Background: an optimization exercise with open tools, aiming at small area. Do not read the settings as production practice. Only simulation tests tie the RTL to the original design; equivalence was not proved. Power is estimated from default activity; no workload was simulated.

==> flow/design.v <==
package rv_isa_pkg;
    typedef logic [5-1:0] reg_idx_t;  
    typedef enum logic [6:0] {
        OPC_LOAD   = 7'b0000011,
        OPC_STORE  = 7'b0100011,
        OPC_OP     = 7'b0110011,
        OPC_OP_IMM = 7'b0010011
    } opcode_e;
    localparam logic [2:0] F3_ADD_SUB = 3'b000;
    localparam logic [2:0] F3_SLL     = 3'b001;
    localparam logic [2:0] F3_SLT     = 3'b010;
    localparam logic [2:0] F3_SLTU    = 3'b011;
    localparam logic [2:0] F3_XOR     = 3'b100;
    localparam logic [2:0] F3_SRL_SRA = 3'b101;
    localparam logic [2:0] F3_OR      = 3'b110;
    localparam logic [2:0] F3_AND     = 3'b111;
    localparam logic [2:0] F3_LB  = 3'b000;
    localparam logic [2:0] F3_LH  = 3'b001;
    localparam logic [2:0] F3_LW  = 3'b010;
    localparam logic [2:0] F3_LBU = 3'b100;
    localparam logic [2:0] F3_LHU = 3'b101;
    localparam logic [2:0] F3_SB = 3'b000;
    localparam logic [2:0] F3_SH = 3'b001;
    localparam logic [2:0] F3_SW = 3'b010;
    localparam int FUNCT7_ALT_BIT = 30;  
    typedef enum logic [3:0] {
        ALU_ADD,
        ALU_SUB,
        ALU_SLL,
        ALU_SLT,
        ALU_SLTU,
        ALU_XOR,
        ALU_SRL,
        ALU_SRA,
        ALU_OR,
        ALU_AND
    } alu_op_e;
endpackage
package rv_pipe_pkg;
    typedef enum logic [1:0] {
        MEM_NONE,
        MEM_LOAD,
        MEM_STORE
    } mem_op_e;
    typedef struct packed {
        logic                  valid;
        logic [3:0]            alu_op;     
        mem_op_e               mem_op;
        logic [2:0]            funct3;     
        logic [5-1:0] rd;
        logic                  reg_write;
        logic [32-1:0]   opa;
        logic [32-1:0]   opb;        
        logic [32-1:0]   store_val;
    } id_ex_t;
    typedef struct packed {
        logic                  valid;
        mem_op_e               mem_op;
        logic [2:0]            funct3;
        logic [5-1:0] rd;
        logic                  reg_write;
        logic [32-1:0]   result;      
        logic [32-1:0]   store_data;  
        logic [3:0]            byte_en;
    } ex_mem_t;
    typedef struct packed {
        logic                  valid;
        logic [5-1:0] rd;
        logic                  reg_write;
        logic [32-1:0]   value;
    } mem_wb_t;
endpackage
`timescale 1ns/1ns
module rv_fetch (
    input  logic        clk,
    input  logic        rst_n,
    input  logic        stall,
    input  logic [31:0] imem_insn,
    output logic [31:0] imem_addr,
    output logic [31:0] insn,
    output logic        insn_valid
);
    logic [32-1:0] pc;
    assign imem_addr = pc;  
    always_ff @(posedge clk) begin
        if (!rst_n) begin
            pc         <= '0;
            insn       <= 32'h0000_0013;
            insn_valid <= 1'b0;
        end else if (!stall) begin
            pc         <= pc + 32'd4;
            insn       <= imem_insn;
            insn_valid <= 1'b1;
        end
    end
endmodule
`timescale 1ns/1ns
module rv_regfile (
    input  logic        clk,
    input  logic        rst_n,
    input  logic [4:0]  rs1_addr,
    input  logic [4:0]  rs2_addr,
    input  logic [4:0]  wb_rd,
    input  logic        wb_en,
    input  logic [31:0] wb_data,
    output logic [31:0] rs1_data,
    output logic [31:0] rs2_data
);
    logic [32-1:0] regs [32];
    logic                wr_live;
    assign wr_live = wb_en && (wb_rd != '0);  
    always_ff @(posedge clk) begin
        if (!rst_n) begin
            for (int i = 0; i < 32; i++) begin
                regs[i] <= '0;
            end
        end else if (wr_live) begin
            regs[wb_rd] <= wb_data;
        end
    end
    assign rs1_data = (wr_live && wb_rd == rs1_addr) ? wb_data : regs[rs1_addr];
    assign rs2_data = (wr_live && wb_rd == rs2_addr) ? wb_data : regs[rs2_addr];
endmodule
`timescale 1ns/1ns
module rv_decode (
    input  logic                clk,
    input  logic                rst_n,
    input  logic [31:0]         insn,
    input  logic                insn_valid,
    input  logic [31:0]         rs1_data,
    input  logic [31:0]         rs2_data,
    input  logic [4:0]          ex_mem_rd,
    input  logic                ex_mem_writes,
    output logic [4:0]          rs1_addr,
    output logic [4:0]          rs2_addr,
    output logic                stall,
    output rv_pipe_pkg::id_ex_t id_ex
);
    logic [6:0]          opcode;
    logic [2:0]          funct3;
    logic [4:0]          rd;
    logic [32-1:0] imm_i;
    logic [32-1:0] imm_s;
    logic [32-1:0] shamt_ext;
    logic                use_rs1;
    logic                use_rs2;
    logic                hit1;
    logic                hit2;
    logic                load_ok;
    logic                store_ok;
    rv_pipe_pkg::id_ex_t id_next;
    function automatic logic [3:0] alu_sel(input logic [2:0] f3, input logic alt);
        logic [3:0] op;
        op = rv_isa_pkg::ALU_ADD;
        case (f3)
            rv_isa_pkg::F3_ADD_SUB: op = alt ? rv_isa_pkg::ALU_SUB : rv_isa_pkg::ALU_ADD;
            rv_isa_pkg::F3_SLL:     op = rv_isa_pkg::ALU_SLL;
            rv_isa_pkg::F3_SLT:     op = rv_isa_pkg::ALU_SLT;
            rv_isa_pkg::F3_SLTU:    op = rv_isa_pkg::ALU_SLTU;
            rv_isa_pkg::F3_XOR:     op = rv_isa_pkg::ALU_XOR;
            rv_isa_pkg::F3_SRL_SRA: op = alt ? rv_isa_pkg::ALU_SRA : rv_isa_pkg::ALU_SRL;
            rv_isa_pkg::F3_OR:      op = rv_isa_pkg::ALU_OR;
            rv_isa_pkg::F3_AND:     op = rv_isa_pkg::ALU_AND;
            default:                op = rv_isa_pkg::ALU_ADD;
        endcase
        alu_sel = op;
    endfunction
    assign opcode    = insn[6:0];
    assign funct3    = insn[14:12];
    assign rd        = insn[11:7];
    assign rs1_addr  = insn[19:15];
    assign rs2_addr  = insn[24:20];
    assign imm_i     = {{(32-12){insn[31]}}, insn[31:20]};
    assign imm_s     = {{(32-12){insn[31]}}, insn[31:25], insn[11:7]};
    assign shamt_ext = {{(32-5){1'b0}}, insn[24:20]};
    assign load_ok  = funct3 == rv_isa_pkg::F3_LB || funct3 == rv_isa_pkg::F3_LH ||
                      funct3 == rv_isa_pkg::F3_LW || funct3 == rv_isa_pkg::F3_LBU ||
                      funct3 == rv_isa_pkg::F3_LHU;
    assign store_ok = funct3 == rv_isa_pkg::F3_SB || funct3 == rv_isa_pkg::F3_SH ||
                      funct3 == rv_isa_pkg::F3_SW;
    assign use_rs1 = opcode == rv_isa_pkg::OPC_OP || opcode == rv_isa_pkg::OPC_OP_IMM ||
                     opcode == rv_isa_pkg::OPC_LOAD || opcode == rv_isa_pkg::OPC_STORE;
    assign use_rs2 = opcode == rv_isa_pkg::OPC_OP || opcode == rv_isa_pkg::OPC_STORE;
    assign hit1 = (rs1_addr != '0) &&
                  ((id_ex.valid && id_ex.reg_write && id_ex.rd == rs1_addr) ||
                   (ex_mem_writes && ex_mem_rd == rs1_addr));
    assign hit2 = (rs2_addr != '0) &&
                  ((id_ex.valid && id_ex.reg_write && id_ex.rd == rs2_addr) ||
                   (ex_mem_writes && ex_mem_rd == rs2_addr));
    assign stall = insn_valid && ((use_rs1 && hit1) || (use_rs2 && hit2));
    always_comb begin
        id_next           = '0;
        id_next.valid     = insn_valid && !stall;  
        id_next.funct3    = funct3;
        id_next.rd        = rd;
        id_next.opa       = rs1_data;
        id_next.opb       = rs2_data;
        id_next.store_val = rs2_data;
        id_next.alu_op    = rv_isa_pkg::ALU_ADD;
        id_next.mem_op    = rv_pipe_pkg::MEM_NONE;
        id_next.reg_write = 1'b0;
        case (opcode)
            rv_isa_pkg::OPC_OP: begin
                id_next.reg_write = 1'b1;
                id_next.alu_op    = alu_sel(funct3, insn[rv_isa_pkg::FUNCT7_ALT_BIT]);
            end
            rv_isa_pkg::OPC_OP_IMM: begin
                id_next.reg_write = 1'b1;
                id_next.alu_op    = alu_sel(funct3, funct3 == rv_isa_pkg::F3_SRL_SRA &&
                                            insn[rv_isa_pkg::FUNCT7_ALT_BIT]);
                if (funct3 == rv_isa_pkg::F3_SLL || funct3 == rv_isa_pkg::F3_SRL_SRA) begin
                    id_next.opb = shamt_ext;
                end else begin
                    id_next.opb = imm_i;
                end
            end
            rv_isa_pkg::OPC_LOAD: begin
                id_next.reg_write = load_ok;
                id_next.mem_op    = load_ok ? rv_pipe_pkg::MEM_LOAD : rv_pipe_pkg::MEM_NONE;
                id_next.opb       = imm_i;
            end
            rv_isa_pkg::OPC_STORE: begin
                id_next.mem_op = store_ok ? rv_pipe_pkg::MEM_STORE : rv_pipe_pkg::MEM_NONE;
                id_next.opb    = imm_s;
            end
            default: ;  
        endcase
    end
    always_ff @(posedge clk) begin
        if (!rst_n) begin
            id_ex <= '0;
        end else begin
            id_ex <= id_next;
        end
    end
endmodule
`timescale 1ns/1ns
module rv_execute (
    input  logic                 clk,
    input  logic                 rst_n,
    input  rv_pipe_pkg::id_ex_t  id_ex,
    output rv_pipe_pkg::ex_mem_t ex_mem,
    output logic [4:0]           ex_mem_rd,
    output logic                 ex_mem_writes
);
    logic [32-1:0]  alu_out;
    logic [4:0]           shamt;
    logic [1:0]           lane;
    logic [3:0]           base_en;
    logic                 lt_s;
    logic                 lt_u;
    rv_pipe_pkg::ex_mem_t ex_next;
    assign shamt = id_ex.opb[4:0];
    assign lt_s  = $signed(id_ex.opa) < $signed(id_ex.opb);
    assign lt_u  = id_ex.opa < id_ex.opb;
    always_comb begin
        case (id_ex.alu_op)
            rv_isa_pkg::ALU_ADD:  alu_out = id_ex.opa + id_ex.opb;  
            rv_isa_pkg::ALU_SUB:  alu_out = id_ex.opa - id_ex.opb;
            rv_isa_pkg::ALU_SLL:  alu_out = id_ex.opa << shamt;
            rv_isa_pkg::ALU_SLT:  alu_out = {{(32-1){1'b0}}, lt_s};
            rv_isa_pkg::ALU_SLTU: alu_out = {{(32-1){1'b0}}, lt_u};
            rv_isa_pkg::ALU_XOR:  alu_out = id_ex.opa ^ id_ex.opb;
            rv_isa_pkg::ALU_SRL:  alu_out = id_ex.opa >> shamt;
            rv_isa_pkg::ALU_SRA:  alu_out = $unsigned($signed(id_ex.opa) >>> shamt);
            rv_isa_pkg::ALU_OR:   alu_out = id_ex.opa | id_ex.opb;
            rv_isa_pkg::ALU_AND:  alu_out = id_ex.opa & id_ex.opb;
            default:              alu_out = id_ex.opa + id_ex.opb;
        endcase
    end
    assign lane = alu_out[1:0];  
    always_comb begin
        case (id_ex.funct3)
            rv_isa_pkg::F3_SB: base_en = 4'b0001;
            rv_isa_pkg::F3_SH: base_en = 4'b0011;
            rv_isa_pkg::F3_SW: base_en = 4'b1111;
            default:           base_en = 4'b0000;
        endcase
    end
    always_comb begin
        ex_next.valid      = id_ex.valid;
        ex_next.mem_op     = id_ex.mem_op;
        ex_next.funct3     = id_ex.funct3;
        ex_next.rd         = id_ex.rd;
        ex_next.reg_write  = id_ex.reg_write;
        ex_next.result     = alu_out;
        ex_next.store_data = id_ex.store_val << {lane, 3'b000};  
        if (id_ex.mem_op == rv_pipe_pkg::MEM_STORE) begin
            ex_next.byte_en = base_en << lane;
        end else begin
            ex_next.byte_en = 4'b0000;
        end
    end
    always_ff @(posedge clk) begin
        if (!rst_n) begin
            ex_mem <= '0;
        end else begin
            ex_mem <= ex_next;
        end
    end
    assign ex_mem_rd     = ex_mem.rd;
    assign ex_mem_writes = ex_mem.valid && ex_mem.reg_write;
endmodule
`timescale 1ns/1ns
module rv_mem_wb (
    input  logic                 clk,
    input  logic                 rst_n,
    input  rv_pipe_pkg::ex_mem_t ex_mem,
    input  logic [31:0]          dmem_rdata,
    output logic [31:0]          dmem_addr,
    output logic [31:0]          dmem_wdata,
    output logic                 dmem_wen,
    output logic [3:0]           byte_en,
    output logic                 wb_en,
    output logic [4:0]           wb_rd,
    output logic [31:0]          wb_data
);
    logic [32-1:0]  rd_shift;
    logic [32-1:0]  load_val;
    rv_pipe_pkg::mem_wb_t mem_wb;
    assign dmem_addr  = ex_mem.result;
    assign dmem_wdata = ex_mem.store_data;
    assign dmem_wen   = ex_mem.valid && (ex_mem.mem_op == rv_pipe_pkg::MEM_STORE);
    assign byte_en    = dmem_wen ? ex_mem.byte_en : 4'b0000;
    assign rd_shift = dmem_rdata >> {ex_mem.result[1:0], 3'b000};  
    always_comb begin
        case (ex_mem.funct3)
            rv_isa_pkg::F3_LB:  load_val = {{(32-8){rd_shift[7]}}, rd_shift[7:0]};
            rv_isa_pkg::F3_LH:  load_val = {{(32-16){rd_shift[15]}}, rd_shift[15:0]};
            rv_isa_pkg::F3_LW:  load_val = dmem_rdata;
            rv_isa_pkg::F3_LBU: load_val = {{(32-8){1'b0}}, rd_shift[7:0]};
            rv_isa_pkg::F3_LHU: load_val = {{(32-16){1'b0}}, rd_shift[15:0]};
            default:            load_val = dmem_rdata;
        endcase
    end
    always_ff @(posedge clk) begin
        if (!rst_n) begin
            mem_wb.valid <= 1'b0;
        end else begin
            mem_wb.valid     <= ex_mem.valid;
            mem_wb.rd        <= ex_mem.rd;
            mem_wb.reg_write <= ex_mem.reg_write;
            if (ex_mem.mem_op == rv_pipe_pkg::MEM_LOAD) begin
                mem_wb.value <= load_val;
            end else begin
                mem_wb.value <= ex_mem.result;
            end
        end
    end
    assign wb_en   = mem_wb.valid && mem_wb.reg_write;  
    assign wb_rd   = mem_wb.rd;
    assign wb_data = mem_wb.value;
endmodule
`timescale 1ns/1ns
module rv_core (
    input  logic        clk,
    input  logic        rst_n,
    output logic [31:0] imem_addr,
    input  logic [31:0] imem_insn,
    output logic [31:0] dmem_addr,
    output logic [31:0] dmem_wdata,
    input  logic [31:0] dmem_rdata,
    output logic        dmem_wen,
    output logic [3:0]  byte_en
);
    logic [31:0]          insn;
    logic                 insn_valid;
    logic                 stall;
    logic [4:0]           rs1_addr;
    logic [4:0]           rs2_addr;
    logic [31:0]          rs1_data;
    logic [31:0]          rs2_data;
    logic [4:0]           ex_mem_rd;
    logic                 ex_mem_writes;
    logic                 wb_en;
    logic [4:0]           wb_rd;
    logic [31:0]          wb_data;
    rv_pipe_pkg::id_ex_t  id_ex;
    rv_pipe_pkg::ex_mem_t ex_mem;
    rv_fetch u_fetch (
        .clk(clk), .rst_n(rst_n), .stall(stall),
        .imem_insn(imem_insn), .imem_addr(imem_addr),
        .insn(insn), .insn_valid(insn_valid)
    );
    rv_regfile u_regfile (
        .clk(clk), .rst_n(rst_n),
        .rs1_addr(rs1_addr), .rs2_addr(rs2_addr),
        .wb_rd(wb_rd), .wb_en(wb_en), .wb_data(wb_data),
        .rs1_data(rs1_data), .rs2_data(rs2_data)
    );
    rv_decode u_decode (
        .clk(clk), .rst_n(rst_n), .insn(insn), .insn_valid(insn_valid),
        .rs1_data(rs1_data), .rs2_data(rs2_data),
        .ex_mem_rd(ex_mem_rd), .ex_mem_writes(ex_mem_writes),
        .rs1_addr(rs1_addr), .rs2_addr(rs2_addr),
        .stall(stall), .id_ex(id_ex)
    );
    rv_execute u_execute (
        .clk(clk), .rst_n(rst_n), .id_ex(id_ex), .ex_mem(ex_mem),
        .ex_mem_rd(ex_mem_rd), .ex_mem_writes(ex_mem_writes)
    );
    rv_mem_wb u_mem_wb (
        .clk(clk), .rst_n(rst_n), .ex_mem(ex_mem), .dmem_rdata(dmem_rdata),
        .dmem_addr(dmem_addr), .dmem_wdata(dmem_wdata),
        .dmem_wen(dmem_wen), .byte_en(byte_en),
        .wb_en(wb_en), .wb_rd(wb_rd), .wb_data(wb_data)
    );
endmodule
==> flow/run.sh <==
#!/bin/bash
# synth_recipe.tcl (not shown) runs the flow's synth.tcl, then flattens the netlist and writes it again
# the make line also repeats each setting of config.mk as NAME=value (left out here)
make -C /OpenROAD-flow-scripts/flow DESIGN_CONFIG=/design/flow/config.mk WORK_HOME=/design/flow/orfs CLKGATE_MAP_FILE= SYNTH_SCRIPT=/design/flow/synth_recipe.tcl finish
==> flow/config.mk <==
export PLATFORM = sky130hd
export DESIGN_NAME = rv_core
export DESIGN_NICKNAME = rv_core
export VERILOG_FILES = /design/flow/design.v
export SDC_FILE = /design/flow/constraint.sdc
export NUM_CORES = 4
export LEC_CHECK = 0
export CAP_MARGIN = 20
export CORE_MARGIN = 2
export CORE_UTILIZATION = 40
export PLACE_DENSITY = 0.6
export SLEW_MARGIN = 20
==> flow/constraint.sdc <==
create_clock -name core_clock -period 6.5 [get_ports {clk}]
set_input_delay 1.3000 -clock core_clock [delete_from_list [all_inputs] [get_ports {clk}]]
set_output_delay 1.3000 -clock core_clock [all_outputs]
set_load 0.01 [all_outputs]
==> qor.txt <==
Required @ worst endpoint - 7.22 ns
Flop pwr share - 44.7%
fmax - 0.215 GHz
die boundary height - 435 um
worst r2r path cells - 13
Worst Setup EP - u_execute.ex_mem[66]$_SDFF_PN0_
# rows - 158
Critical R2R Capture - u_execute.ex_mem[66]$_SDFF_PN0_
clock latency on the worst-skew pair - 0.84 ns
CP Launch Point - u_decode.id_ex[32]$_SDFF_PN0_
RSZ-0062 raised after global routing - no
num ports - 167
core area - 0.185 mm^2
EDFF count, synth - 1062
commonest cells in the netlist - 1062 x edfxtp_1, 1035 x and2_1, 689 x mux4_2
Leak Pwr - 29.3 nW
flop2flop setup slack - 1.85 ns
clk slew on worst S/H paths - 0.06 ns
PortBufs - 164
Pwr Density - 267 mW/mm^2
CP cell instances - buf_4 -> ha_1 -> inv_1 -> fa_1 -> nor2b_1 -> o2111ai_1 -> a21oi_1 -> nor3_1 -> o21ai_0 -> a221o_1 -> a21oi_1 -> xor2_1 -> a221oi_2
arrival time worst endpoint - 5.37 ns
Initial Utilization - 40.2%
Critical Path Sink Type - flip-flop
syn_area_per_cell - 13.3 um^2
total wire length - 283 mm
P_int - 0.0158 W
DRT Pass-1 Iters - 7
Routed Antenna Nets - 0
Worst Max-Slew Pin Slew - 1.18 ns
drt via density - 6.31
Comb pwr share - 17.2%
largest area contributor in the netlist - edfxtp_1
Worst path slowest cell - buf_4
hold_buf cts - 0
layout net count - 5705
final worst slack - 1.85 ns
via count - 51400
clock tree buffer depth - 3
Die Wd - 435 um
CTS tree - done
DRC viols - 0
Synth top area share - 42.8%
final hold vios - 0
CTS Buf Count - 152
dominant cell by count in the synthesized netlist - edfxtp_1
Clk pwr share - 38.1%
count of cell types in the netlist - 107
# Post-CTS Setup Buffers - 0
flops & latches, synth - 1323
vias in the first global route - 50300
Tot GR Track Use - 29.4%
Cells after Synth - 5613
Synth area leaders - edfxtp_1 43%, mux4_2 21%, and2_1 8.7%, dfxtp_1 7.0%, mux2i_1 2.2%
pre-CTS WS - 1.56 ns
synthesized area - 0.0744 mm^2
startpoint class of the critical path - flip-flop
status - complete, no violations
hpwl dp - 188 mm
cts repair resizes - 0
top_reg_cell synth - edfxtp_1
CP Max Fanout - 56
fin crit period - 4.65 ns
Worst slew margin - 21.1%
RR Startpoint - u_decode.id_ex[32]$_SDFF_PN0_
initial DRC count - 7683
first-pass GRT wire length - 393 mm
largest net degree at the start of global routing - 101
Sw Ratio - 29.3%
Final TNS setup - 0 ns
Synth Warn # - 5
asr flop ratio synth - 0%
DR WL/cell - 34.7 um
most frequent CP cell - a21oi_1
share of layout cells above drive strength 1 - 21.8%
gpl congestion - 0.976
Switching Power - 0.00657 W
Final Max Slew Viols - 0
Setup violations, final - 0
number of fillers in the final layout - 16500
Peak VDD IR - 248 uV
Crit Path Category - reg2reg
worst hold path type - reg2reg
Max Cap Viol - 0
CTS Sinks - 1323
Hold Crit Start - u_fetch.insn_valid$_SDFFE_PN0N_
CTS root buffer - clkbuf_16
Congestion Overflow GR - 0
crit share post-route - 71.6%
antenna violations before repair - 32
die area - 0.190 mm^2
max incr delay on CP - 0.77 ns
area growth from synthesis to layout - 12.6%
Setup Skew - 0.0421 ns
register area share after synthesis - 49.9%
H-tree Lvls - 4
==> critical path: cells and delay by family (launching register included) <==
family,cells,cell delay [ns]
AOI/OAI and AO/OA,6,1.62
buffers and inverters,2,0.85
adders and majority gates,2,0.82
DFF,1,0.70
and+or+nand+nor,2,0.33
xor gates and xnor gates,1,0.17
==> flip-flops by register name, indices dropped and copies added, names as in the netlist, named ones only <==
name / cells
u_decode.id_ex: 112
u_execute.ex_mem: 80
u_fetch.insn: 32
u_fetch.insn_valid: 1
u_fetch.pc: 30
u_mem_wb.mem_wb: 39
u_regfile.regs: 1024
==> worst min-delay path by stage <==
stage	depth (start not counted)	endpoint	slack [ns]
after floorplan	2	u_decode.id_ex[111]$_SDFF_PN0_	0.43
after global placement	1	u_execute.ex_mem[78]$_SDFF_PN0_	0.45
after detailed placement	1	u_execute.ex_mem[77]$_SDFF_PN0_	0.45
after CTS	1	u_execute.ex_mem[77]$_SDFF_PN0_	0.46
after global routing	1	u_execute.ex_mem[77]$_SDFF_PN0_	0.49
final	2	u_decode.id_ex[111]$_SDFF_PN0_	0.46
==> layout make-up <==
cell class	count	area (um^2)	share of cell area, %
sequential	1323	37200	44.3
multi-input combinational	3609	35000	41.7
clock buffer	200	4060	4.84
timing repair buffer	348	3360	4.00
tap	2480	3100	3.70
clock inverter	76	753	0.899
inverter	105	404	0.482
antenna	7	17.5	0.0209
==> layout by cell type (no fill, tap or decap), drive strengths merged, types with 56 or more instances in the layout <==
master,count
a211oi,89
a21oi,178
and2,1035
buf,185
clkbuf,200
clkdlybuf4s50,163
clkinv,56
dfxtp,261
edfxtp,1062
ha,98
inv,114
mux2i,162
mux4,689
nand2,190
nor2,342
o21ai,169
==> routing by layer <==
metal | vias up | share of wire (%) | global-route usage, % | wire [um]
met3 | 728 | 9.6 | 6.51 | 27200
li1 | 21000 | - | - | -
met4 | 10 | 6.6 | 16.6 | 18700
met5 | - | 0.029 | 0 | 83
met1 | 26600 | 37 | 37.1 | 105000
met2 | 3080 | 47 | 46.8 | 132000
==> logic make-up (layout without fill, tap and decap cells) <==
group	after synthesis	after routing	synth area share (%)
adders and majority gates	100	100	1.70
other	1	41	0.00504
and+or+nand+nor	1799	1799	13.4
muxes	870	870	23.3
buffers and inverters	714	729	4.21
DFF	1323	1323	49.9
xor gates and xnor gates	77	77	0.906
AOI/OAI and AO/OA	729	729	6.59
==> stage by stage <==
stage	instance area, um^2	power, W	std cells	util, %	hold slack [ns]
floorplan	74600	0.0124	5646	-	0.425
global placement	78700	0.0139	7851	42.5	0.451
detailed placement	78900	0.0139	7862	42.6	0.449
CTS	83800	0.0224	8138	45.2	0.464
global route	83800	0.0229	8144	45.2	0.485
finish	83800	0.0224	8148	45.3	0.463
==> power by group through the flow <==
stage	Clock (W)	Combinational (W)	Sequential [W]
2_1_floorplan	0	0.00248	0.00989
3_3_place_gp	0	0.00368	0.0102
3_5_place_dp	0	0.00374	0.0102
4_1_cts	0.00860	0.00375	0.0100
5_1_grt	0.00891	0.00401	0.0100
6_report	0.00852	0.00385	0.0100

[afterwards: timing with drivers on the ports]
Ports are ideal in the flow. The routed layout listed here was re-timed in OpenROAD.
Step 1 assumes that a clkbuf_16 drives the clock port and a buf_2 every other input.
Step 2 times the ports against the registers' clock, not the clock port: input delays grow and output delays shrink by t, the midpoint of the rising clock arrivals with the driver on.
a / b / c = ideal ports / drivers / drivers and shift; a / b = the first two.
shift t [ns]: 0.899
slack for setup (ns): 1.846 / 1.846 / 1.435
worst setup path at the end: input to register
slew at the worst register clock pin (ns): 0.08 / 0.08
After both steps this run still meets setup and hold. For this run, drivers alone change the setup slack by 0.000 ns; drivers and shift together by -0.411 ns.
